Context: an optimization exercise on an open-source flow, tuned for small area, a short achievable clock period and few clock cycles per item. The choices shown serve that exercise and are no tape-out recipe. Only simulation tests tie the RTL to the original design; equivalence was not proved. Power figures rest on the tool's default switching activity, not on a simulated workload.

`flow/flow/run.sh`:
```
#!/bin/bash
set -euo pipefail
bash standard.sh SETUP_SLACK_MARGIN=6 finish > standard_make.log 2>&1
```
`flow/standard.sh`:
```
#!/bin/bash
# synth_recipe.tcl (not shown) runs the flow's synth.tcl, then flattens the netlist and writes it again
# the make line also repeats each setting of config.mk as NAME=value (left out here)
make -C /OpenROAD-flow-scripts/flow DESIGN_CONFIG=/design/flow/config.mk WORK_HOME=/design/flow/orfs CLKGATE_MAP_FILE= SYNTH_SCRIPT=/design/flow/synth_recipe.tcl "${@:-finish}"
```
`flow/config.mk`:
```
export PLATFORM = sky130hd
export DESIGN_NAME = ising_metropolis_spin_update
export DESIGN_NICKNAME = ising_metropolis_spin_update
export VERILOG_FILES = /design/flow/design.v
export SDC_FILE = /design/flow/constraint.sdc
export NUM_CORES = 4
export LEC_CHECK = 0
export ABC_CLOCK_PERIOD_IN_PS = 2500
export CAP_MARGIN = 20
export CORE_MARGIN = 2
export CORE_UTILIZATION = 55
export CTS_CLUSTER_DIAMETER = 90
export CTS_CLUSTER_SIZE = 25
export SETUP_SLACK_MARGIN = 5
export SLEW_MARGIN = 20
```
`flow/constraint.sdc`:
```
create_clock -name core_clock -period 9.0 [get_ports {clk}]
set_input_delay 1.8000 -clock core_clock [delete_from_list [all_inputs] [get_ports {clk}]]
set_output_delay 1.8000 -clock core_clock [all_outputs]
set_load 0.01 [all_outputs]
```
`flow/design.v`:
```
module ism_ram #(
  parameter int SIDE = 32,
  parameter int IW   = $clog2(SIDE),
  parameter int NB   = SIDE / 4        
) (
  input  logic            clk,
  input  logic [SIDE-1:0] wr_row,     
  input  logic [SIDE-1:0] wr_col,     
  input  logic            wr_bit,     
  input  logic [NB-1:0]   rd_rq,      
  input  logic [NB-1:0]   rd_r0,      
  input  logic [NB-1:0]   rd_r3,      
  input  logic [NB-1:0]   rd_cq,      
  input  logic [NB-1:0]   rd_c0,
  input  logic [NB-1:0]   rd_c3,
  output logic [15:0]     rd_bank     
);
  logic [SIDE-1:0] mem [SIDE];
  always_ff @(posedge clk) begin
    for (int i = 0; i < SIDE; i++) begin
      for (int j = 0; j < SIDE; j++) begin
        if (wr_row[i] && wr_col[j]) mem[i][j] <= wr_bit;
      end
    end
  end
  logic [NB-1:0]   lrow [4];
  logic [NB-1:0]   lcol [4];
  always_comb begin
    lrow[0] = rd_r0;
    lrow[1] = rd_rq;
    lrow[2] = rd_rq;
    lrow[3] = rd_r3;
    lcol[0] = rd_c0;
    lcol[1] = rd_cq;
    lcol[2] = rd_cq;
    lcol[3] = rd_c3;
  end
  logic [SIDE-1:0] colbits [4];       
  always_comb begin
    for (int b = 0; b < 4; b++) begin
      for (int i = 0; i < SIDE; i++) begin
        colbits[b][i] = 1'b0;
        for (int y = 0; y < NB; y++) begin
          colbits[b][i] = colbits[b][i] | (lcol[b][y] & mem[i][4*y + b]);
        end
      end
    end
    for (int a = 0; a < 4; a++) begin
      for (int b = 0; b < 4; b++) begin
        rd_bank[4*a + b] = 1'b0;
        for (int x = 0; x < NB; x++) begin
          rd_bank[4*a + b] = rd_bank[4*a + b] | (lrow[a][x] & colbits[b][4*x + a]);
        end
      end
    end
  end
endmodule
module ism_site_eval (
  input  logic       s,            
  input  logic       nb_up,
  input  logic       nb_dn,
  input  logic       nb_lf,
  input  logic       nb_rt,
  input  logic [1:0] op,           
  input  logic       spin_value,
  input  logic       lt_four,      
  input  logic       lt_eight,     
  output logic       accepted,
  output logic       flip,
  output logic       new_spin,
  output logic [2:0] unlike        
);
  logic [3:0] x;      
  logic       any, two;
  logic       acc;
  always_comb begin
    x   = {nb_up, nb_dn, nb_lf, nb_rt} ^ {4{s}};
    any = |x;
    two = (x[0] & x[1]) | (x[0] & x[2]) | (x[0] & x[3]) |
          (x[1] & x[2]) | (x[1] & x[3]) | (x[2] & x[3]);
    acc = two || (any && lt_four) || (!any && lt_eight);
    case (op)
      2'd0:    flip = (s != spin_value);
      2'd1:    flip = acc;
      default: flip = 1'b0;
    endcase
    accepted = (op == 2'd1) && acc;
    new_spin = s ^ flip;
    unlike   = 3'(x[0]) + 3'(x[1]) + 3'(x[2]) + 3'(x[3]);
  end
endmodule
module ising_metropolis_spin_update #(
  parameter int SIDE      = 32,
  parameter int PROB_BITS = 16
) (
  input  logic        clk,
  input  logic        rst_n,
  input  logic        in_tvalid,
  output logic        in_tready,
  input  logic [31:0] in_tdata,    
  input  logic [1:0]  in_tuser,    
  output logic        out_tvalid,
  input  logic        out_tready,
  output logic [39:0] out_tdata,   
  input  logic        cfg_we,
  input  logic        cfg_index,
  input  logic [15:0] cfg_wdata
);
  localparam int IW       = $clog2(SIDE);
  localparam int BW       = IW - 2;        
  localparam int NB       = SIDE / 4;      
  localparam int ENERGY_W = 15;
  localparam int MAG_W    = 14;
  localparam int E_RST    = -2 * SIDE * SIDE;
  localparam int M_RST    = SIDE * SIDE;
  localparam int QD       = 4;             
  localparam int CAP      = QD + 1;        
  logic       clr_r;                       
  logic       in_rdy_r;
  logic [2:0] outst_r, outst_nxt;          
  logic       in_hs, out_hs;
  assign in_hs  = in_tvalid && in_rdy_r;
  assign out_hs = out_tvalid && out_tready;
  always_comb begin
    outst_nxt = outst_r;
    case ({in_hs, out_hs})
      2'b10:   outst_nxt = outst_r + 3'd1;
      2'b01:   outst_nxt = outst_r - 3'd1;
      default: outst_nxt = outst_r;
    endcase
  end
  always_ff @(posedge clk) begin
    if (!rst_n) begin
      clr_r    <= 1'b1;
      in_rdy_r <= 1'b0;
      outst_r  <= '0;
    end else begin
      clr_r    <= 1'b0;
      in_rdy_r <= (outst_nxt < 3'(CAP));
      outst_r  <= outst_nxt;
    end
  end
  assign in_tready = in_rdy_r;
  logic [15:0] prob_four_r, prob_eight_r;
  always_ff @(posedge clk) begin
    if (!rst_n) begin
      prob_four_r  <= '0;
      prob_eight_r <= '0;
    end else if (cfg_we) begin
      if (cfg_index) prob_eight_r <= cfg_wdata;
      else           prob_four_r  <= cfg_wdata;
    end
  end
  logic          v1;
  logic [IW-1:0] r1, c1;
  logic [1:0]    op1;
  logic          spin1;
  logic          lt4_1, lt8_1;             
  logic [NB-1:0] rq_1, r0_1, r3_1, cq_1, c0_1, c3_1;
  logic [IW-1:0] r_in, c_in;
  logic [IW-1:0] r2, c2, r3, c3;
  logic [4:0]    hit1_1, hit2_1;           
  logic [BW-1:0] rq_in, cq_in;
  logic [1:0]    rr_in, cr_in;
  assign r_in  = in_tdata[IW-1:0];
  assign c_in  = in_tdata[6 +: IW];
  assign rq_in = r_in[IW-1:2];
  assign rr_in = r_in[1:0];
  assign cq_in = c_in[IW-1:2];
  assign cr_in = c_in[1:0];
  function automatic logic [4:0] hits(input logic [IW-1:0] r, input logic [IW-1:0] c,
                                      input logic [IW-1:0] ra, input logic [IW-1:0] ca);
    hits = {(r == ra) && (c == ca),
            (r == ra) && (c - IW'(1) == ca),
            (r == ra) && (c + IW'(1) == ca),
            (r - IW'(1) == ra) && (c == ca),
            (r + IW'(1) == ra) && (c == ca)};
  endfunction
  function automatic logic [NB-1:0] onehot(input logic [BW-1:0] k);
    onehot = '0;
    onehot[k] = 1'b1;
  endfunction
  always_ff @(posedge clk) begin
    v1    <= rst_n && in_hs;
    r1    <= r_in;
    c1    <= c_in;
    rq_1  <= onehot(rq_in);
    r0_1  <= onehot(rq_in + BW'(rr_in == 2'd3));
    r3_1  <= onehot(rq_in - BW'(rr_in == 2'd0));
    cq_1  <= onehot(cq_in);
    c0_1  <= onehot(cq_in + BW'(cr_in == 2'd3));
    c3_1  <= onehot(cq_in - BW'(cr_in == 2'd0));
    hit1_1 <= hits(r_in, c_in, r1, c1);
    hit2_1 <= hits(r_in, c_in, r2, c2);
    spin1 <= in_tdata[12];
    lt4_1 <= in_tdata[28:13] < prob_four_r;
    lt8_1 <= in_tdata[28:13] < prob_eight_r;
    op1   <= in_tuser;
  end
  logic [SIDE-1:0] wr_row, wr_col;
  logic            wr_bit;
  logic [15:0]     rd_bank;
  ism_ram #(.SIDE(SIDE)) u_lat (
    .clk     (clk),
    .wr_row  (wr_row),
    .wr_col  (wr_col),
    .wr_bit  (wr_bit),
    .rd_rq   (rq_1),
    .rd_r0   (r0_1),
    .rd_r3   (r3_1),
    .rd_cq   (cq_1),
    .rd_c0   (c0_1),
    .rd_c3   (c3_1),
    .rd_bank (rd_bank)
  );
  logic [1:0] rr_1, rm_1, rp_1, cr_1, cm_1, cp_1;
  logic [3:0] at_c, at_cm, at_cp;          
  logic [4:0] pick;                        
  assign rr_1 = r1[1:0];
  assign cr_1 = c1[1:0];
  assign rm_1 = rr_1 - 2'd1;
  assign rp_1 = rr_1 + 2'd1;
  assign cm_1 = cr_1 - 2'd1;
  assign cp_1 = cr_1 + 2'd1;
  always_comb begin
    for (int a = 0; a < 4; a++) begin
      at_c[a]  = rd_bank[4*a + cr_1];
      at_cm[a] = rd_bank[4*a + cm_1];
      at_cp[a] = rd_bank[4*a + cp_1];
    end
    pick = {at_c[rr_1], at_cm[rr_1], at_cp[rr_1], at_c[rm_1], at_c[rp_1]};
  end
  logic          ev_acc, ev_flip, ev_ns;
  logic [2:0]    ev_d;
  logic          wr_go;
  logic          w3, ns3;
  logic [4:0]    fwd;
  assign wr_go = v2 && ev_flip;
  always_comb begin
    for (int k = 0; k < 5; k++) begin
      fwd[k] = (wr_go && hit1_1[k]) ? ev_ns :
               (w3    && hit2_1[k]) ? ns3   : pick[k];
    end
  end
  logic          v2;
  logic [1:0]    op2;
  logic          spin2;
  logic          lt4_2, lt8_2;
  logic          s2, up2, dn2, lf2, rt2;
  always_ff @(posedge clk) begin
    v2    <= rst_n && v1;
    r2    <= r1;
    c2    <= c1;
    op2   <= op1;
    spin2 <= spin1;
    lt4_2 <= lt4_1;
    lt8_2 <= lt8_1;
    {s2, lf2, rt2, up2, dn2} <= fwd;
  end
  ism_site_eval u_eval (
    .s          (s2),
    .nb_up      (up2),
    .nb_dn      (dn2),
    .nb_lf      (lf2),
    .nb_rt      (rt2),
    .op         (op2),
    .spin_value (spin2),
    .lt_four    (lt4_2),
    .lt_eight   (lt8_2),
    .accepted   (ev_acc),
    .flip       (ev_flip),
    .new_spin   (ev_ns),
    .unlike     (ev_d)
  );
  always_ff @(posedge clk) begin
    w3  <= rst_n && wr_go;
    r3  <= r2;
    c3  <= c2;
    ns3 <= ev_ns;
  end
  always_comb begin
    wr_bit = clr_r || ns3;
    for (int j = 0; j < SIDE; j++) begin
      wr_row[j] = clr_r || (w3 && (r3 == IW'(j)));
      wr_col[j] = clr_r || (c3 == IW'(j));
    end
  end
  localparam int EW = 6;
  logic [EW-1:0]     q_mem [QD];
  logic [1:0]        q_wp;
  logic [QD-1:0]     q_rp;
  logic [2:0]        q_cnt;
  logic              q_push, q_pop;
  logic [EW-1:0]     q_head;
  assign q_push = v2;
  always_comb begin
    q_head = '0;
    for (int e = 0; e < QD; e++) begin
      q_head = q_head | (q_mem[e] & {EW{q_rp[e]}});
    end
  end
  always_ff @(posedge clk) begin
    if (q_push) q_mem[q_wp] <= {ev_flip, ev_ns, ev_d, ev_acc};
  end
  always_ff @(posedge clk) begin
    if (!rst_n) begin
      q_wp  <= '0;
      q_rp  <= QD'(1);
      q_cnt <= '0;
    end else begin
      if (q_push) q_wp <= q_wp + 2'd1;
      if (q_pop)  q_rp <= {q_rp[QD-2:0], q_rp[QD-1]};
      q_cnt <= q_cnt + 3'(q_push) - 3'(q_pop);
    end
  end
  logic                out_valid_r;
  logic [ENERGY_W-1:0] energy_r, energy_nxt;
  logic [MAG_W-1:0]    magnet_r, magnet_nxt;
  logic [10:0]         item_r;
  logic                h_flip, h_ns, h_acc;
  logic [2:0]          h_d;
  logic [4:0]          h_de;
  logic [3:0]          h_bond;
  logic [2:0]          e_step;              
  assign {h_flip, h_ns, h_d, h_acc} = q_head;
  assign h_bond = {h_d, 1'b0} - 4'd4;        
  assign h_de   = 5'd8 - {h_d, 2'b00};       
  assign q_pop  = (q_cnt != 3'd0) && (!out_valid_r || out_tready);
  assign e_step = 3'd2 - h_d;
  always_comb begin
    energy_nxt = energy_r;
    magnet_nxt = magnet_r;
    if (h_flip) begin
      energy_nxt[ENERGY_W-1:2] = energy_r[ENERGY_W-1:2] +
                                 {{(ENERGY_W - 5){e_step[2]}}, e_step};
      magnet_nxt[MAG_W-1:1]    = magnet_r[MAG_W-1:1] + {{(MAG_W - 2){!h_ns}}, 1'b1};
    end
  end
  always_ff @(posedge clk) begin
    if (!rst_n) begin
      out_valid_r <= 1'b0;
      energy_r    <= E_RST[ENERGY_W-1:0];
      magnet_r    <= M_RST[MAG_W-1:0];
      item_r      <= '0;
    end else begin
      if (q_pop) begin
        out_valid_r <= 1'b1;
        energy_r    <= energy_nxt;
        magnet_r    <= magnet_nxt;
        item_r      <= {h_ns, h_de, h_bond, h_acc};
      end else if (out_tready) begin
        out_valid_r <= 1'b0;
      end
    end
  end
  assign out_tvalid = out_valid_r;
  assign out_tdata  = {magnet_r, energy_r, item_r};
endmodule
```
==> results.txt, run 1 <==
status complete, no violations; drt pass-1 iters 8; Final TNS setup 0 ns; vias between 30000 and 40000; Synth Cell Area 0.0521 mm²; Worst Min Path Start op1[1]; crit path buf inv count 1; initial drt markers about 4600; P per Cell Area around 240 mW/mm²; CTS tree yes; critical path's top delay family flip-flops; Antenna Nets Post-Route 0; clk latency of the worst-skew pair about 0.70 ns; CP max stage delay ~0.38 ns; remaining global-route overflow 0; Hold EP op2[1]; initial core utilization 0.556; Final Setup Violations 0; Crit-path slowest cell dfxtp_2; r2r setup slk about 6.1 ns; r2r endpoint energy_r[14]; Final min period 2.98 ns; Worst Hold Class reg -> reg; skew final 0.0281 ns; combinational family with the most area after synthesis simple AND/OR/NAND/NOR gates; Synth cell types 62; die area about 0.1 mm²; f_max around 340 MHz; global-route usage over all layers 0.295; Max Cap Viol 0; vias in the first global route between 30000 and 40000; Hold Crit Depth 0; Max FO, Critical Path 3; post-synthesis mux area share 0.00529; ys async rst share 0; HPWL Detailed roughly 80000 µm; Worst-Margin Slew approximately 1.1 ns; Total Power 13500 µW; Hold Vio Cnt, Final 0; WHS 0.330 ns; CP cell instances buf_6; Post-synth EDFFs ~1000; Worst EP required about 7 ns; Yosys top cell area share 0.605; Crit Path Category reg -> out; Avg Inst Size Synth ~12 µm²; synth warn 7; synthesized-area fraction occupied by and/or/nand/nor cells 0.128; Synth area leader edfxtp_1; #FFs+latches synth around 1200; Die Height slightly above 300 µm; Routed WL approximately 150000 µm; cell count after synthesis roughly 4300; hold_buf cts 0; VDD IR-drop max about 0.16 mV; largest cells by area after synthesis edfxtp_1 (60%), a22oi_1 (8.5%), nor2_1 (7.8%); max_slew headroom 0.284; CTS Buffer Depth 3; Core Region about 0.094 mm²; synthesis-to-finish area growth 9.73%; RSZ-0062 raised after global routing true; Final #Nets 4371; # fillers a little under 8000; Worst-path clk slew 0.09 ns; Critical Path AT between 1 and 1.5 ns; sequential cell area fraction in the yosys report 0.676; Final Max Tran Viols 0; Num CTS Buffers 56; Crit. End Element output port; post-synthesis compound-gate area fraction 0.110; vias per inst between 6 and 7; final RePlAce weighted congestion slightly above 0.8; DR WL/cell between 20 and 30 µm; IO Count ~100; initial antenna violation count 3; clock sinks ~1200; Reg2Reg Depth 15; top_reg_cell synth edfxtp_1; leakage power 0.0189 µW; Layout Utilization 0.610; Post-Synth Adder-Cell Area 0.0252; root buf cell clkbuf_16; critical path launch point type flip-flop; row count 112; global-route wire length before repair roughly 210000 µm; die width 312 µm; worst r2r src q_rp[0]; pin count of the biggest net entering global routing between 300 and 400; layout cells sized above 1 0.117; H-tree Lvls 2; DRC viols 0; most frequent cells in the layout nor2_1 (1082), edfxtp_1 (1048), a22oi_1 (587), nand2_1 (169), dfxtp_1 (130); Port Buf Inserts between 80 and 90; Synth Area in XOR/XNOR 0.0165; commonest non-fill, non-tap cell in the layout nor2_1; fin crit share 0.332
-- cell type report --
class                   instances  area (µm²)  share of cell area
diodes                          2        5.00           0.0000876
clock buffers                  85        1540              0.0270
clock inverters                 8         104             0.00182
inverters                      66         308             0.00539
multi-input cells            2614       15900               0.278
flip-flops and latches       1235       35300               0.619
well taps                    1254        1570              0.0275
repair buffers                240        2380              0.0417
-- metal layers --
metal | vias up | global-route usage | share of wire
li1 | 15400 | - | -
met1 | 17600 | 0.413 | 0.41
met2 | 1401 | 0.486 | 0.47
met3 | 204 | 0.0392 | 0.083
met4 | 0 | 0.0850 | 0.034
met5 | - | 0 | 0
-- Yosys cell counts, types with 26 or more instances --
cell type	count
nor2_1	1082
edfxtp_1	1048
a22oi_1	592
clkbuf_1	244
dfxtp_1	187
nand2_1	172
a21oi_1	155
nand4_1	129
ha_1	97
inv_1	66
buf_4	55
buf_2	49
xnor2_1	49
xor2_1	49
and2_1	40
nor3_1	31
nand3_1	26
-- report_power, final --
part | switching (µW) | total (µW) | internal, µW | leakage [µW]
clock network | 1770 | 3000 | 1220 | 0.000792
logic | 1830 | 2950 | 1120 | 0.00717
registers | 330 | 7590 | 7260 | 0.0109
total | 3940 | 13500 | 9600 | 0.0189
-- registers in the layout (all words and copies together) (netlist names), 13 cells and up --
name	count
energy_r	13
magnet_r	13
prob_eight_r	16
q_mem	24
u_lat.mem	1024
prob_four_r	16
-- how the worst max path moves through the flow --
| stage | from | endpoint | cells after the start |
|---|---|---|---|
| final | energy_r[7] | out_tdata[18] | 1 |
| after detailed placement | out_tready | q_cnt[2] | 12 |
| after global routing | q_mem[0][4] | magnet_r[12] | 13 |
| after floorplan | clr_r | u_lat.mem[0][0] | 3 |
| after global placement | out_tready | q_cnt[2] | 12 |
| after CTS | out_tready | q_cnt[2] | 12 |
-- stage by stage --
step | instance area (µm²) | std cells | setup WS [ns]
6_report | 57100 | 5504 | 6.02
5_1_grt | 57100 | 5502 | 5.84
4_1_cts | 56600 | 5482 | 5.84
3_5_place_dp | 54300 | 5348 | 4.65
3_3_place_gp | 54300 | 5348 | 4.70
2_1_floorplan | 52500 | 4282 | 3.40
-- kinds of logic after synthesis --
kind of cell / count (synthesis)
flops: 1235
simple gates: 1567
xor+xnor: 98
other cells: 1
mux: 22
fa+ha+maj: 102
buf+inv: 435
compound gates: 817
-- timing repair --
| action | 4_1_cts | 5_1_grt |
|---|---|---|
| buffers inserted | 38 | 13 |
| pin swaps | 9 | 29 |
| gates cloned | 3 | 6 |
| setup endpoints to repair | 304 | 142 |
| gates resized for setup | 297 | 64 |
Testbench counts, summed over its fixed seeds: cycles 12,032, items 12,000.
==> run 2: changes to the inputs <==
==> flow/flow/run.sh (replaced) <==
#!/bin/bash
set -euo pipefail
for step in synth floorplan place cts route finish; do
  bash standard.sh SETUP_SLACK_MARGIN=6 "$step" > "flow_${step}.log" 2>&1
done
==> run 2 against run 1 <==
Effect of this change: register-to-register slack about the same; still clean on timing, DRC and antenna; highest routed layer unchanged; die area did not move; non-clock buffer count stayed put; largest cell class unchanged; via count unchanged; clock skew unchanged; sequential share of layout area unchanged; synthesized area is the same; worst setup slack unchanged; final cell count unchanged; first-iteration DRC count is the same; largest power group unchanged; synthesized cell count unchanged.
==> results.txt, run 2 <==
initial drt markers roughly 4600; Crit-path slowest cell dfxtp_2; VDD IR-drop max approximately 0.16 mV; CTS Buffer Depth 3; global-route wire length before repair ~210000 µm; clk latency of the worst-skew pair roughly 0.7 ns; top flop regs u_lat.mem: 1024 flops, q_mem: 24 flops; largest cells by area after synthesis edfxtp_1 (60%), a22oi_1 (8.5%), nor2_1 (7.8%); pin count of the biggest net entering global routing 313; HPWL Detailed about 80000 µm; Synth Cell Area between 0.05 and 0.06 mm²; hold_buf cts 0; cell count after synthesis between 4000 and 5000; vias 34600; top cells by count, synth nor2_1 (1082), edfxtp_1 (1048), a22oi_1 (592), clkbuf_1 (244), dfxtp_1 (187); leakage power roughly 0.019 µW; fin crit share 0.332; Port Buf Inserts 86; Synth area leader edfxtp_1; skew final around 0.028 ns; DR WL/cell 27.0 µm; Routed WL roughly 150000 µm; initial antenna violation count 3; Max FO, Critical Path 3; Crit. End Element output port; Die Height 312 µm; f_max approximately 340 MHz; Final TNS setup 0 ns; Top reg by flops u_lat.mem; drt pass-1 iters 8; Worst-Margin Slew roughly 1.1 ns; Final #Nets between 4000 and 5000; Worst-path clk slew 0.09 ns; Max Cap Viol 0; vias in the first global route ~33000; Post-synth EDFFs ~1000; crit path buf inv count 1; critical path launch point type flip-flop; die width 312 µm; Critical Path AT between 1 and 1.5 ns; H-tree Lvls 2; Layout Utilization 0.610; Yosys top cell area share 0.605; remaining global-route overflow 0; multi-input combinational cell area between 0.015 and 0.02 mm²; sequential cell area fraction in the yosys report 0.676; Worst EP required just over 7 ns; Final min period 2.98 ns; initial core utilization 0.556; die area 0.0971 mm²; RSZ-0062 raised after global routing true; commonest non-fill, non-tap cell in the layout nor2_1; Avg Inst Size Synth 12.2 µm²; vias per inst about 6.3; Antenna Nets Post-Route 0; status complete, no violations; # fillers just under 8000; global-route usage over all layers 0.295; critical path's top delay family flip-flops; storage element area 0.0353 mm²; root buf cell clkbuf_16; clock sinks about 1200; DRC viols 0; ys async rst share 0; CP cell instances buf_6; Synth cell types just over 60; count leader, synth nor2_1; Crit Path Category reg -> out; Final Max Tran Viols 0; Num CTS Buffers 56; row count between 100 and 150; #FFs+latches synth ~1200; CP max stage delay 0.38 ns; Worst Hold Class reg -> reg; CTS tree yes; synthesis-to-finish area growth 9.73%; final RePlAce weighted congestion a little over 0.8; Core Region 0.0936 mm²; max_slew headroom 0.284; top_reg_cell synth edfxtp_1; layout cells sized above 1 0.117; IO Count just under 100; Final Setup Violations 0; Largest register FFs 1024; synth warn 7; P per Cell Area approximately 240 mW/mm²; most frequent cells in the layout nor2_1 (1082), edfxtp_1 (1048), a22oi_1 (587), nand2_1 (169), dfxtp_1 (130); Hold Vio Cnt, Final 0
-- run 2: cell counts after synthesis --
Identical to the previous run, type by type.
-- run 2: logic make-up after synthesis --
family,count (synthesis),share of synthesized area
buf+inv,435,0.0383
compound gates,817,0.110
fa+ha+maj,102,0.0252
flops,1235,0.676
mux,22,0.00529
simple gates,1567,0.128
other cells,1,0.0000720
xor+xnor,98,0.0165
-- run 2: power by group --
part | leakage [µW] | internal, µW | switching (µW) | total, µW
clock network | 0.000792 | 1220 | 1770 | 3000
registers | 0.0109 | 7260 | 330 | 7590
logic | 0.00717 | 1120 | 1830 | 2950
total | 0.0189 | 9600 | 3940 | 13500
-- run 2: worst paths after layout --
path / from / to / slack, ns / cells after the start
worst max-delay path: energy_r[7] / out_tdata[18] / 6.02 / 1
worst min-delay path: op1[1] / op2[1] / 0.33 / 0
worst max register to register: q_rp[0] / energy_r[14] / 6.05 / 15
worst min register to register: op1[1] / op2[1] / 0.33 / 0
-- run 2: area by class of cell --
type / instances / share of cell area
sequential: 1235 / 0.619
antenna: 2 / 0.0000876
tap: 1254 / 0.0275
clock inverter: 8 / 0.00182
timing repair buffer: 240 / 0.0417
clock buffer: 85 / 0.0270
multi-input combinational: 2614 / 0.278
inverter: 66 / 0.00539
-- run 2: timing repair --
item / CTS / global route
pin swaps: 9 / 29
gates cloned: 3 / 6
resized for setup: 297 / 64
setup buffers: 38 / 13
setup endpoints to repair: 304 / 142
-- run 2: routing by layer --
metal  track usage  vias to the layer above  wire length, µm
li1              -                    15400                -
met1         0.413                    17600            61100
met2         0.486                     1401            70200
met3        0.0392                      204            12300
met4        0.0850                        0             4990
met5             0                        -                0
-- run 2: stage by stage --
stage               hold slack [ns]  cell area (µm²)  setup WS, ns  cells  power, µW
floorplan                     0.310            52500          3.40   4282       9470
global placement              0.313            54300          4.70   5348      10300
detailed placement            0.313            54300          4.65   5348      10300
CTS                           0.336            56600          5.84   5482      13400
global route                  0.339            57100          5.84   5502      14100
finish                        0.330            57100          6.02   5504      13500
==> run 3: changes to the inputs <==
--- a/flow/config.mk
+++ b/flow/config.mk
@@ -6,10 +6,10 @@
 export NUM_CORES = 4
 export LEC_CHECK = 0
 export ABC_CLOCK_PERIOD_IN_PS = 2500
-export CAP_MARGIN = 20
+export CAP_MARGIN = 10
 export CORE_MARGIN = 2
 export CORE_UTILIZATION = 55
 export CTS_CLUSTER_DIAMETER = 90
 export CTS_CLUSTER_SIZE = 25
 export SETUP_SLACK_MARGIN = 5
-export SLEW_MARGIN = 20
+export SLEW_MARGIN = 10
==> run 3 against run 2 <==
Effect of this change: critical path type is now reg -> reg; largest power group unchanged; worst setup slack worse by 0.016 ns; flip-flop and latch count stayed put; clock skew is 0.0016 ns lower; wire length is 0.98% lower.
==> results.txt, run 3 <==
global-route usage over all layers 0.296; Num CTS Buffers 56; HPWL Detailed 80400 µm; Final Max Tran Viols 0; Synth Cell Area around 0.052 mm²; Crit. End Element flip-flop; DR WL/cell 26.7 µm; global-route wire length before repair ~210000 µm; synthesis-to-finish area growth 9.47%; leakage power between 0.015 and 0.02 µW; Final min period ~3.0 ns; Yosys top cell area share 0.605; crit path from cq_1[5]; top flop regs u_lat.mem: 1024 flops, q_mem: 24 flops; CTS Buffer Depth 3; synth warn 7; clock sinks between 1000 and 1500; Crit-path slowest cell dfxtp_4; final RePlAce weighted congestion around 0.83; layout cells sized above 1 0.113; Antenna Nets Post-Route 0; initial core utilization 0.556; Worst EP required 9.62 ns; Worst-path clk slew 0.10 ns; skew final between 0.02 and 0.03 ns; top cells by count, synth nor2_1 (1082), edfxtp_1 (1048), a22oi_1 (592), clkbuf_1 (244), dfxtp_1 (187); ys async rst share 0; hold_buf cts 0; most frequent cells in the layout nor2_1 (1082), edfxtp_1 (1048), a22oi_1 (588), nand2_1 (169), dfxtp_1 (130); # fillers just under 8000; VDD IR-drop max 0.199 mV; vias per inst 6.29; H-tree Lvls 2; CP cell instances buf_16 > a22oi_1 > nand4_1 > a22oi_1 > and4_2 > mux2i_1 > mux2i_1 > mux4_2 > a221o_1 > o21ai_2; GRT Max-Usage Layer met2; Final #Nets between 4000 and 5000; die width between 300 and 400 µm; grt met1 use 0.418; Hold Vio Cnt, Final 0; initial drt markers approximately 4200; #FFs+latches synth approximately 1200; crit path buf inv count 1; Post-DP Area approximately 0.054 mm²; Top reg by flops u_lat.mem; worst r2r src cq_1[5]; fin crit share 0.333; critical path's top delay family multiplexers; Final Setup Violations 0; Core Region around 0.094 mm²; Post-synth EDFFs about 1000; f_max 333 MHz; Synth area leader edfxtp_1; Max Cap Viol 0; DRC viols 0; RSZ-0062 raised after global routing true; sequential cell area fraction in the yosys report 0.676; Largest register FFs slightly above 1000; vias in the first global route 32900; Final Cell Area 0.0570 mm²; Max FO, Critical Path 26; clk latency of the worst-skew pair around 0.7 ns; Critical Path AT between 3 and 4 ns; cell count after synthesis roughly 4300; Synth cell types 62; Crit Path Category reg -> reg; remaining global-route overflow 0; row count roughly 110; critical path launch point type flip-flop; met3 usage 0.0343; status complete, no violations; count leader, synth nor2_1; Worst-Margin Slew roughly 1.3 ns; initial antenna violation count 2; met2 usage 0.486; largest cells by area after synthesis edfxtp_1 (60%), a22oi_1 (8.5%), nor2_1 (7.8%); Final TNS setup 0 ns; drt pass-1 iters 8; P per Cell Area ~240 mW/mm²; top_reg_cell synth edfxtp_1; Die Height roughly 310 µm; max_slew headroom 0.122; die area ~0.097 mm²; CP max stage delay around 0.57 ns; Routed WL between 100000 and 150000 µm; CTS tree yes; commonest non-fill, non-tap cell in the layout nor2_1; vias 34600; Worst Hold Class reg -> reg; Avg Inst Size Synth around 12 µm²; root buf cell clkbuf_16; Worst Min Path Start op1[1]; IO Count between 90 and 100; pin count of the biggest net entering global routing approximately 310; Port Buf Inserts 86
run 3: per-layer routing:
metal | part of all wire | wire length, µm
met1 | 0.42 | 61300
met2 | 0.47 | 69700
met3 | 0.078 | 11500
met4 | 0.031 | 4600
met5 | 0.000088 | 13
run 3: cell families after synthesis:
| family | count (synthesis) | synth area share |
|---|---|---|
| muxes | 22 | 0.00529 |
| DFF | 1235 | 0.676 |
| other | 1 | 0.0000720 |
| buffers and inverters | 435 | 0.0383 |
| AOI/OAI and AO/OA | 817 | 0.110 |
| xor gates and xnor gates | 98 | 0.0165 |
| and+or+nand+nor | 1567 | 0.128 |
| adders and majority gates | 102 | 0.0252 |
run 3: final timing paths:
check / endpoint / slack (ns) / cells after the start
min reg2reg: op2[1] / 0.31 / 0
max reg2reg: dn2 / 6.00 / 10
min: op2[1] / 0.31 / 0
max: dn2 / 6.00 / 10
run 3: area by class of cell:
type / count / area [µm²] / share of cell area
well taps: 1254 / 1570 / 0.0275
diodes: 1 / 2.50 / 0.0000439
clock buffers: 89 / 1570 / 0.0275
repair buffers: 237 / 2340 / 0.0410
inverters: 66 / 303 / 0.00531
flip-flops and latches: 1235 / 35300 / 0.620
multi-input cells: 2614 / 15800 / 0.277
clock inverters: 7 / 67.6 / 0.00119
run 3: per-stage QoR:
stage               setup slack, ns  hold slack [ns]  total power, µW  utilization  cells
floorplan                      3.40            0.310             9470            -   4282
detailed placement             4.68            0.317            10300        0.580   5348
global route                   5.91            0.323            14100        0.609   5502
finish                         6.00            0.314            13500        0.609   5503
CTS                            5.84            0.323            13400        0.605   5491
global placement               4.70            0.313            10300        0.580   5348
run 3: power by group:
part	switching, µW	internal [µW]
logic	1820	1120
registers	333	7270
clock network	1770	1220
run 3: what timing repair did:
action	CTS	global route
cloned	3	4
gates resized for setup	306	60
buffers inserted	44	7
pin swaps	13	23
endpoints found under the setup margin	311	246
hold endpoints to repair	0	0
==> run 4: changes to the inputs <==
--- a/flow/config.mk
+++ b/flow/config.mk
@@ -6,10 +6,10 @@
 export NUM_CORES = 4
 export LEC_CHECK = 0
 export ABC_CLOCK_PERIOD_IN_PS = 2500
-export CAP_MARGIN = 10
+export CAP_MARGIN = 20
 export CORE_MARGIN = 2
-export CORE_UTILIZATION = 55
+export CORE_UTILIZATION = 50
 export CTS_CLUSTER_DIAMETER = 90
 export CTS_CLUSTER_SIZE = 25
 export SETUP_SLACK_MARGIN = 5
-export SLEW_MARGIN = 10
+export SLEW_MARGIN = 20
==> run 4 against run 3 <==
Effect of this change: still clean; flip-flop and latch count did not move; register-to-register slack improved by 0.05 ns; maximum frequency fell by 1.8%; worst setup slack got worse by 0.054 ns; worst hold slack improved by 0.020 ns; final cell count rose by 2.6%; global-route usage fell by 2.2 points; wire length rose by 1.2%; final area rose by 1.2%; utilization fell by 5.1 points; synthesized area did not move; die area rose by 9.9%; critical path type is now reg -> out; largest cell class unchanged; largest power group unchanged.
==> results.txt, run 4 <==
Worst-path clk slew approximately 0.10 ns; vias in the first global route ~34000; Crit Path Category reg -> out; most frequent cells in the layout nor2_1 (1080), edfxtp_1 (1048), a22oi_1 (588), nand2_1 (169), dfxtp_1 (131); commonest non-fill, non-tap cell in the layout nor2_1; sequential cell area fraction in the yosys report 0.676; initial antenna violation count 1; post-placement cell count 5478; Yosys top cell area share 0.605; Post-Layout Cell Count roughly 5600; Die Height ~330 µm; Final Cell Area roughly 0.058 mm²; Avg Inst Size Synth about 12 µm²; CTS tree yes; Worst-Margin Slew 1.05 ns; drt pass-1 iters 6; Final min period 3.05 ns; Routed WL 149000 µm; top cells by count, synth nor2_1 (1082), edfxtp_1 (1048), a22oi_1 (592), clkbuf_1 (244), dfxtp_1 (187); leakage power roughly 0.019 µW; Synth area leader edfxtp_1; Port Buf Inserts between 80 and 90; critical path launch point type flip-flop; # fillers about 8900; synthesis-to-finish area growth 10.7%; Hold Vio Cnt, Final 0; ys async rst share 0; root buf cell clkbuf_16; top flop regs u_lat.mem: 1024 flops, q_mem: 24 flops; IO Count a little under 100; DR WL/cell ~26 µm; global-route wire length before repair between 200000 and 250000 µm; clock sinks approximately 1200; Crit. End Element output port; top_reg_cell synth edfxtp_1; layout cells sized above 1 0.118; RSZ-0062 raised after global routing true; Synth cell types 62; #FFs+latches synth ~1200; Num CTS Buffers 56; Core Region slightly above 0.1 mm²; Largest register FFs about 1000; Post-DP Area between 0.05 and 0.06 mm²; fin crit share 0.339; initial drt markers about 4000; largest cells by area after synthesis edfxtp_1 (60%), a22oi_1 (8.5%), nor2_1 (7.8%); Synth Cell Area around 0.052 mm²; Final Setup Violations 0; HPWL Detailed between 70000 and 80000 µm; pin count of the biggest net entering global routing slightly above 300; initial core utilization 0.504; Worst Hold Class reg -> reg; Post-synth EDFFs 1048; vias 34600; synth warn 7; count leader, synth nor2_1; Top reg by flops u_lat.mem; Critical Path AT between 1 and 1.5 ns; DRC viols 0; final RePlAce weighted congestion approximately 0.81; Worst EP required 7.20 ns; max_slew headroom 0.297; P per Cell Area around 240 mW/mm²; Final #Nets 4390; Max Cap Viol 0; VDD IR-drop max 0.212 mV; die area 0.107 mm²; H-tree Lvls 2; remaining global-route overflow 0; Antenna Nets Post-Route 0; vias per inst 6.14; status complete, no violations; hold_buf cts 0; global-route usage over all layers 0.274; CTS Buffer Depth 3; skew final about 0.028 ns; cell count after synthesis roughly 4300; Max FO, Critical Path 2; Final Max Tran Viols 0; die width approximately 330 µm; row count approximately 120; f_max roughly 330 MHz; clk latency of the worst-skew pair a little under 0.7 ns; Final TNS setup 0 ns
run 4: cell counts after synthesis:
No cell type changed its count.
run 4: final timing paths:
check                               start           end  slack [ns]  cells past startpoint
worst max-delay path            item_r[7]  out_tdata[2]        5.95                      2
worst min-delay path               op1[1]        op2[1]        0.33                      0
worst max register to register    cq_1[5]           dn2        6.05                     10
worst min register to register     op1[1]        op2[1]        0.33                      0
run 4: layout make-up:
class                   count  area, µm²  area share
multi-input cells        2612      16000       0.277
inverters                  66        313     0.00543
flip-flops and latches   1235      35300       0.613
clock inverters             6       75.1     0.00130
clock buffers              86       1550      0.0268
well taps                1380       1730      0.0300
diodes                      1       2.50   0.0000434
repair buffers            261       2680      0.0465
run 4: through the flow:
stage / hold slack (ns) / total power [µW] / util / worst slack, ns
final: 0.334 / 13600 / 0.558 / 5.95
after global routing: 0.343 / 14200 / 0.558 / 5.89
after CTS: 0.336 / 13500 / 0.552 / 5.86
after detailed placement: 0.313 / 10400 / 0.529 / 4.61
after global placement: 0.313 / 10300 / 0.529 / 4.66
after floorplan: 0.310 / 9470 / - / 3.40
run 4: kinds of logic (layout without fill, tap and decap cells):
family	Yosys count	in the layout	share of synthesized area
simple gates	1567	1567	0.128
mux	22	22	0.00529
other cells	1	7	0.0000720
xor+xnor	98	98	0.0165
flops	1235	1235	0.676
fa+ha+maj	102	102	0.0252
buf+inv	435	419	0.0383
compound gates	817	817	0.110
run 4: worst max-delay path, cell delays in order, from the launching register on:
cell and delay, ns:
dfxtp_2 0.34, buf_6 0.11, buf_6 0.11
run 4: repair_timing:
item | in CTS | in global routing
pin swaps | 3 | 32
setup endpoints to repair | 258 | 229
hold endpoints to repair | 0 | 0
buffers inserted | 50 | 18
gates resized for setup | 307 | 81
gates cloned | 1 | 1
run 4: power breakdown:
group          leakage, µW  switching (µW)  total (µW)  internal (µW)
Clock             0.000782            1750        2980           1230
Sequential          0.0109             289        7550           7260
Combinational      0.00736            1910        3080           1170
Total               0.0191            3950       13600           9660
run 4: per-layer routing:
layer,vias to the layer above,track usage,wire [µm]
met5,-,0,0
li1,15400,-,-
met2,1319,0.455,70900
met4,0,0.0837,5240
met3,219,0.0437,11600
met1,17700,0.371,61200
==> run 5: changes to the inputs <==
==> flow/flow/run.sh (replaced) <==
#!/bin/bash
set -euo pipefail
for step in synth floorplan place cts route finish; do
  bash standard.sh SETUP_SLACK_MARGIN=6.1 "$step" > "flow_${step}.log" 2>&1
done
--- a/flow/config.mk
+++ b/flow/config.mk
@@ -8,7 +8,7 @@
 export ABC_CLOCK_PERIOD_IN_PS = 2500
 export CAP_MARGIN = 20
 export CORE_MARGIN = 2
-export CORE_UTILIZATION = 50
+export CORE_UTILIZATION = 55
 export CTS_CLUSTER_DIAMETER = 90
 export CTS_CLUSTER_SIZE = 25
 export SETUP_SLACK_MARGIN = 5
==> run 5 against run 4 <==
Effect of this change: wire length rose by 2.4%; sequential power barely moved; register-to-register slack barely moved; global-route usage rose by 2.9 points; final cell count fell by 1.9%; power rose by 1.4%; maximum frequency rose by 2.6%; first-iteration DRC count fell by 8.0%; largest cell class unchanged; highest routed layer unchanged.
==> results.txt, run 5 <==
Port Buf Inserts 86; H-tree Lvls 2; die area around 0.097 mm²; worst r2r src q_mem[0][1]; Final #Nets around 4400; initial drt markers ~3700; M1 WL around 61000 µm; Final TNS setup 0 ns; Max FO, Critical Path 2; Hold EP spin2; largest cells by area after synthesis edfxtp_1 (60%), a22oi_1 (8.5%), nor2_1 (7.8%); DRC viols 0; CP cell instances buf_6; count leader, synth nor2_1; vias around 35000; Num CTS Buffers 56; Final min period 2.98 ns; status complete, no violations; uppermost layer routed met4; HPWL Detailed around 80000 µm; Max Cap Viol 0; max_slew headroom 0.134; CP max stage delay around 0.38 ns; Reg2Reg Depth 14; ys async rst share 0; global-route wire length before repair 218000 µm; Crit. End Element output port; Worst Hold Class reg -> reg; clk latency of the worst-skew pair 0.69 ns; Crit Path Category reg -> out; r2r setup slk a little over 6 ns; initial antenna violation count 1; root buf cell clkbuf_16; WL met2 between 70000 and 80000 µm; Post-synth EDFFs ~1000; drt pass-1 iters 5; met3 routed wirelength between 10000 and 15000 µm; Die Height 312 µm; pin count of the biggest net entering global routing around 280; Yosys top cell area share 0.605; final RePlAce weighted congestion between 0.8 and 0.9; Final Max Tran Viols 0; critical path's top delay family flip-flops; most frequent cells in the layout nor2_1 (1081), edfxtp_1 (1048), a22oi_1 (588), nand2_1 (169), buf_4 (132); fin crit share 0.331; Synth Cell Area between 0.05 and 0.06 mm²; top flop regs u_lat.mem: 1024 flops, q_mem: 24 flops; IO Count roughly 100; #FFs+latches synth between 1000 and 1500; Crit-path slowest cell dfxtp_4; Largest register FFs 1024; sequential cell area fraction in the yosys report 0.676; die width between 300 and 400 µm; crit path buf inv count 1; Critical Path AT 1.18 ns; CTS Buffer Depth 3; worst setup margin 6.02 ns; vias per inst approximately 6.3; DR WL/cell ~28 µm; commonest non-fill, non-tap cell in the layout nor2_1; Final Setup Violations 0; Layout Utilization 0.620; top cells by count, synth nor2_1 (1082), edfxtp_1 (1048), a22oi_1 (592), clkbuf_1 (244), dfxtp_1 (187); cell count after synthesis between 4000 and 5000; critical path launch point type flip-flop; Routed WL around 150000 µm; Synth area leader edfxtp_1; initial core utilization 0.556; vias in the first global route around 33000; Hold Crit Depth 0; Top reg by flops u_lat.mem; Worst Min Path Start spin1; global-route usage over all layers 0.303; Worst-path clk slew ~0.1 ns; VDD IR-drop max between 0.15 and 0.2 mV; f_max 336 MHz; leakage power approximately 0.019 µW; remaining global-route overflow 0; clock sinks between 1000 and 1500; r2r endpoint energy_r[11]; Worst-Margin Slew between 1 and 1.5 ns; Synth cell types 62; synth warn 7; RSZ-0062 raised after global routing true; P per Cell Area between 200 and 250 mW/mm²; Avg Inst Size Synth ~12 µm²; WHS between 0.3 and 0.4 ns; Core Region 0.0936 mm²; Antenna Nets Post-Route 0; Worst EP required slightly above 7 ns; row count ~110; dpl ws ~4.6 ns; synthesis-to-finish area growth 11.5%; skew final ~0.028 ns; layout cells sized above 1 0.126; Hold Vio Cnt, Final 0; top_reg_cell synth edfxtp_1; CTS tree yes
==> run 5: cell counts after synthesis <==
Identical to the previous run, type by type.
==> run 5: per-layer routing <==
metal,track usage,vias to the layer above
met2,0.507,1320
li1,-,15500
met1,0.412,17800
met3,0.0378,225
met5,0,-
met4,0.100,0
==> run 5: worst max path at each step <==
| stage | startpoint | end | cells past startpoint |
|---|---|---|---|
| floorplan | clr_r | u_lat.mem[0][0] | 3 |
| global placement | in_tdata[7] | c0_1[2] | 7 |
| detailed placement | in_tdata[7] | c0_1[2] | 7 |
| CTS | magnet_r[11] | out_tdata[37] | 1 |
| global route | q_mem[2][2] | energy_r[14] | 15 |
| finish | magnet_r[11] | out_tdata[37] | 1 |
==> run 5: repair_timing <==
item / in CTS / in global routing
resized for setup: 369 / 126
setup endpoints to repair: 948 / 282
cloned: 4 / 10
hold buffers: 0 / 0
setup buffers: 44 / 22
pin swaps: 16 / 32
==> run 5: power by group <==
group	internal (µW)	switching (µW)	total [µW]
Combinational	1250	1960	3200
Clock	1270	1760	3020
Sequential	7270	311	7580
==> run 5: area by class of cell <==
cell class | instances | area (µm²)
antenna | 1 | 2.50
clock buffer | 87 | 1560
clock inverter | 7 | 111
fill | 7629 | 35600
inverter | 66 | 305
multi-input combinational | 2614 | 16100
sequential | 1235 | 35300
tap | 1254 | 1570
timing repair buffer | 273 | 3030
==> run 5: cell families after synthesis <==
family / after synthesis / synth area share
xor+xnor: 98 / 0.0165
buf+inv: 435 / 0.0383
flops: 1235 / 0.676
simple gates: 1567 / 0.128
compound gates: 817 / 0.110
fa+ha+maj: 102 / 0.0252
other cells: 1 / 0.0000720
mux: 22 / 0.00529
==> run 5: stage by stage <==
| step | total power, µW | cell area (µm²) | instances |
|---|---|---|---|
| finish | 13800 | 58000 | 5537 |
| global route | 14400 | 58000 | 5536 |
| CTS | 13600 | 57200 | 5501 |
| detailed placement | 10400 | 54600 | 5359 |
| floorplan | 9470 | 52500 | 4282 |
| global placement | 10300 | 54500 | 5357 |
==> run 6: changes to the inputs <==
--- a/flow/design.v
+++ b/flow/design.v
@@ -321,19 +321,32 @@
   logic [2:0]          h_d;
   logic [4:0]          h_de;
   logic [3:0]          h_bond;
-  logic [2:0]          e_step;              
+  logic [ENERGY_W-3:0] e_hi, e_p1, e_p2, e_m1, e_m2;
+  logic [MAG_W-2:0]    m_hi, m_p1, m_m1;
   assign {h_flip, h_ns, h_d, h_acc} = q_head;
   assign h_bond = {h_d, 1'b0} - 4'd4;        
   assign h_de   = 5'd8 - {h_d, 2'b00};       
   assign q_pop  = (q_cnt != 3'd0) && (!out_valid_r || out_tready);
-  assign e_step = 3'd2 - h_d;
+  assign e_hi = energy_r[ENERGY_W-1:2];
+  assign e_p1 = e_hi + 1'b1;
+  assign e_p2 = e_hi + 2'd2;
+  assign e_m1 = e_hi - 1'b1;
+  assign e_m2 = e_hi - 2'd2;
+  assign m_hi = magnet_r[MAG_W-1:1];
+  assign m_p1 = m_hi + 1'b1;
+  assign m_m1 = m_hi - 1'b1;
   always_comb begin
     energy_nxt = energy_r;
     magnet_nxt = magnet_r;
     if (h_flip) begin
-      energy_nxt[ENERGY_W-1:2] = energy_r[ENERGY_W-1:2] +
-                                 {{(ENERGY_W - 5){e_step[2]}}, e_step};
-      magnet_nxt[MAG_W-1:1]    = magnet_r[MAG_W-1:1] + {{(MAG_W - 2){!h_ns}}, 1'b1};
+      case (h_d)
+        3'd0:    energy_nxt[ENERGY_W-1:2] = e_p2;
+        3'd1:    energy_nxt[ENERGY_W-1:2] = e_p1;
+        3'd3:    energy_nxt[ENERGY_W-1:2] = e_m1;
+        3'd4:    energy_nxt[ENERGY_W-1:2] = e_m2;
+        default: energy_nxt[ENERGY_W-1:2] = e_hi;
+      endcase
+      magnet_nxt[MAG_W-1:1] = h_ns ? m_p1 : m_m1;
     end
   end
   always_ff @(posedge clk) begin
==> flow/flow/run.sh (replaced) <==
#!/bin/bash
set -euo pipefail
bash standard.sh SETUP_SLACK_MARGIN=6 finish > standard_make.log 2>&1
==> run 6 against run 5 <==
Effect of this change: utilization is 0.28 points lower; power down 1.1%; die area is 0.76% higher; synthesized cell count grew 0.96%; wire length shrank 0.93%; sequential power shrank 0.7%; global-route usage down 0.079 points; critical path type is now reg -> reg; maximum frequency shrank 1.5%; first-iteration DRC count increased by 23%.
==> results.txt, run 6 <==
status complete, no violations; Worst-path clk slew approximately 0.1 ns; Post-synth EDFFs ~1000; CTS Buffer Depth 3; cell count after synthesis between 4000 and 5000; P per Cell Area between 200 and 250 mW/mm²; Synth area leader edfxtp_1; initial drt markers approximately 4600; initial core utilization 0.554; worst r2r src q_rp[0]; dpl ws between 4 and 5 ns; Synth cell types 58; synthesis-to-finish area growth 11.4%; Die Height 313 µm; top flop regs u_lat.mem: 1024 flops, q_mem: 24 flops; Post-DP Area between 0.05 and 0.06 mm²; die area 0.0979 mm²; # fillers 7694; leakage power 0.0195 µW; Port Buf Inserts 86; ys async rst share 0; worst setup margin roughly 6 ns; Largest register FFs roughly 1000; clock sinks roughly 1200; vias about 35000; skew final around 0.043 ns; Crit. End Element flip-flop; clk latency of the worst-skew pair around 0.73 ns; Num CTS Buffers 56; Final Setup Violations 0; top_reg_cell synth edfxtp_1; layout cells sized above 1 0.127; VDD IR-drop max approximately 0.25 mV; #FFs+latches synth approximately 1200; HPWL Detailed slightly below 80000 µm; Worst Hold Class reg -> reg; die width 313 µm; fin crit share 0.336; f_max between 300 and 400 MHz; Synth Cell Area between 0.05 and 0.06 mm²; Antenna Nets Post-Route 0; crit path from q_rp[0]; max_slew headroom 0.210; vias per inst 6.30; largest cells by area after synthesis edfxtp_1 (60%), a22oi_1 (8.4%), nor2_1 (7.9%); commonest non-fill, non-tap cell in the layout nor2_1; Total Power approximately 14000 µW; row count between 100 and 150; Routed WL around 150000 µm; top cells by count, synth nor2_1 (1105), edfxtp_1 (1048), a22oi_1 (587), clkbuf_1 (245), dfxtp_1 (187); critical path launch point type flip-flop; Final Cell Area ~0.058 mm²; vias in the first global route around 33000; remaining global-route overflow 0; Crit Path Category reg -> reg; root buf cell clkbuf_16; Critical Path AT 3.57 ns; Yosys top cell area share 0.600; Worst Min Path Start op1[1]; count leader, synth nor2_1; final RePlAce weighted congestion ~0.8; RSZ-0062 raised after global routing true; Avg Inst Size Synth 12.1 µm²; Worst-Margin Slew roughly 1.2 ns; IO Count just under 100; Top reg by flops u_lat.mem; Worst EP required 9.55 ns; Max FO, Critical Path 7; sequential cell area fraction in the yosys report 0.671; Core Region ~0.095 mm²; global-route wire length before repair around 220000 µm; Final #Nets roughly 4500; Final Max Tran Viols 0; synth warn 7; initial antenna violation count 2; most frequent cells in the layout nor2_1 (1105), edfxtp_1 (1048), a22oi_1 (581), buf_4 (142), nand2_1 (136); CTS tree yes; global-route usage over all layers 0.302; Final TNS setup 0 ns; Final min period 3.02 ns; drt pass-1 iters 6; Layout Utilization 0.617; hold_buf cts 0; H-tree Lvls 2; pin count of the biggest net entering global routing about 220; Hold Vio Cnt, Final 0; DR WL/cell approximately 27 µm; DRC viols 0; Max Cap Viol 0
## run 6: cell types whose count changed after synthesis, moves of 12 or more
cell     previous run  this run
nor2_1           1082      1105
o21ai_0            14        31
buf_6              12         0
ha_1               97       109
nand2_1           172       140
nand3_1            26        12
a21oi_1           155       136
buf_2              49        66
## run 6: final cells by class
cell class	count	area, µm²	share of cell area
tap	1265	1580	0.0271
inverter	77	359	0.00614
multi-input combinational	2644	16700	0.286
clock buffer	85	1540	0.0263
sequential	1235	35300	0.605
clock inverter	6	91.3	0.00156
timing repair buffer	278	2800	0.0480
antenna	1	2.50	0.0000428
## run 6: report_power, final
part | internal (µW) | leakage (µW) | total, µW | switching [µW]
sequential | 7240 | 0.0110 | 7530 | 288
clock | 1230 | 0.000787 | 3000 | 1780
combinational | 1200 | 0.00773 | 3120 | 1920
total | 9680 | 0.0195 | 13700 | 3980
## run 6: stage by stage
stage / instances / hold slack, ns
2_1_floorplan: 4323 / 0.310
3_3_place_gp: 5404 / 0.313
3_5_place_dp: 5406 / 0.319
4_1_cts: 5564 / 0.339
5_1_grt: 5590 / 0.340
6_report: 5591 / 0.336
## run 6: worst paths after layout
path	end	slack, ns	depth (start not counted)
worst min-delay path	op2[1]	0.34	0
worst max register to register	energy_r[14]	5.98	15
worst min register to register	op2[1]	0.34	0
worst max-delay path	energy_r[14]	5.98	15
## run 6: what timing repair did
item,4_1_cts,5_1_grt
buffers inserted,62,22
setup endpoints to repair,889,447
pin swaps,16,49
resized for setup,323,103
gates cloned,5,2
## run 6: logic make-up (layout without fill, tap and decap cells)
logic type | count (synthesis) | count (layout) | synth area share
AO/OA/AOI/OAI | 832 | 832 | 0.111
flip-flops | 1235 | 1235 | 0.671
buffers and inverters | 444 | 446 | 0.0366
other | 1 | 7 | 0.0000715
XOR/XNOR | 110 | 110 | 0.0184
AND/OR/NAND/NOR | 1549 | 1549 | 0.125
adder cells (fa/ha/maj) | 115 | 115 | 0.0283
multiplexers | 32 | 32 | 0.00875
## run 6: critical path: stages (launching register included)
cell        delay, ns
dfxtp_4          0.41
a22oi_2          0.09
nand2_2          0.14
inv_2            0.08
ha_4             0.16
nand2_4          0.08
clkinvlp_4       0.20
ha_4             0.28
or2_2            0.29
a21oi_2          0.23
o31ai_4          0.10
o41ai_2          0.26
xnor2_1          0.12
mux2i_1          0.20
and3_1           0.18
o21ai_1          0.05
## run 6: per-layer routing
layer / vias to the layer above / track usage / share of wire
li1: 15600 / - / -
met1: 17900 / 0.417 / 0.41
met2: 1441 / 0.490 / 0.47
met3: 213 / 0.0529 / 0.088
met4: 2 / 0.0981 / 0.037
met5: - / 0 / 0.000053
Testbench counts of run 6, summed over its fixed seeds: cycles 12,032, items 12,000.

-- re-timing with driven ports --
Ports are ideal in the flow. The routed layouts listed here were re-timed in OpenROAD. Step 1: set_driving_cell puts a clkbuf_16 on clk and a buf_2 on each other input, an assumption about the parent block. Step 2 times the ports against the registers' clock, not the clock port: input delays grow and output delays shrink by t, the midpoint of the rising clock arrivals with the driver on. a / b / c = ideal / step 1 / step 2; a / b = the first two.
run	t, ns	setup WS [ns]	worst hold slack (ns)	worst register clock-pin slew, ns	pins driven straight from the clock port
run 1	0.762	6.015 / 5.943 / 5.340	0.330 / 0.330 / 0.330	0.10 / 0.10	1
run 2	0.762	6.015 / 5.943 / 5.340	0.330 / 0.330 / 0.330	0.10 / 0.10	1
run 3	0.754	5.999 / 5.944 / 5.324	0.314 / 0.314 / 0.314	0.10 / 0.10	1
run 4	0.750	5.945 / 5.876 / 5.336	0.334 / 0.334 / 0.334	0.10 / 0.10	1
run 5	0.756	6.023 / 5.945 / 5.427	0.334 / 0.334 / 0.334	0.10 / 0.10	1
run 6	0.770	5.979 / 5.949 / 5.346	0.336 / 0.336 / 0.336	0.11 / 0.11	1
After both steps every run listed still meets setup and hold.
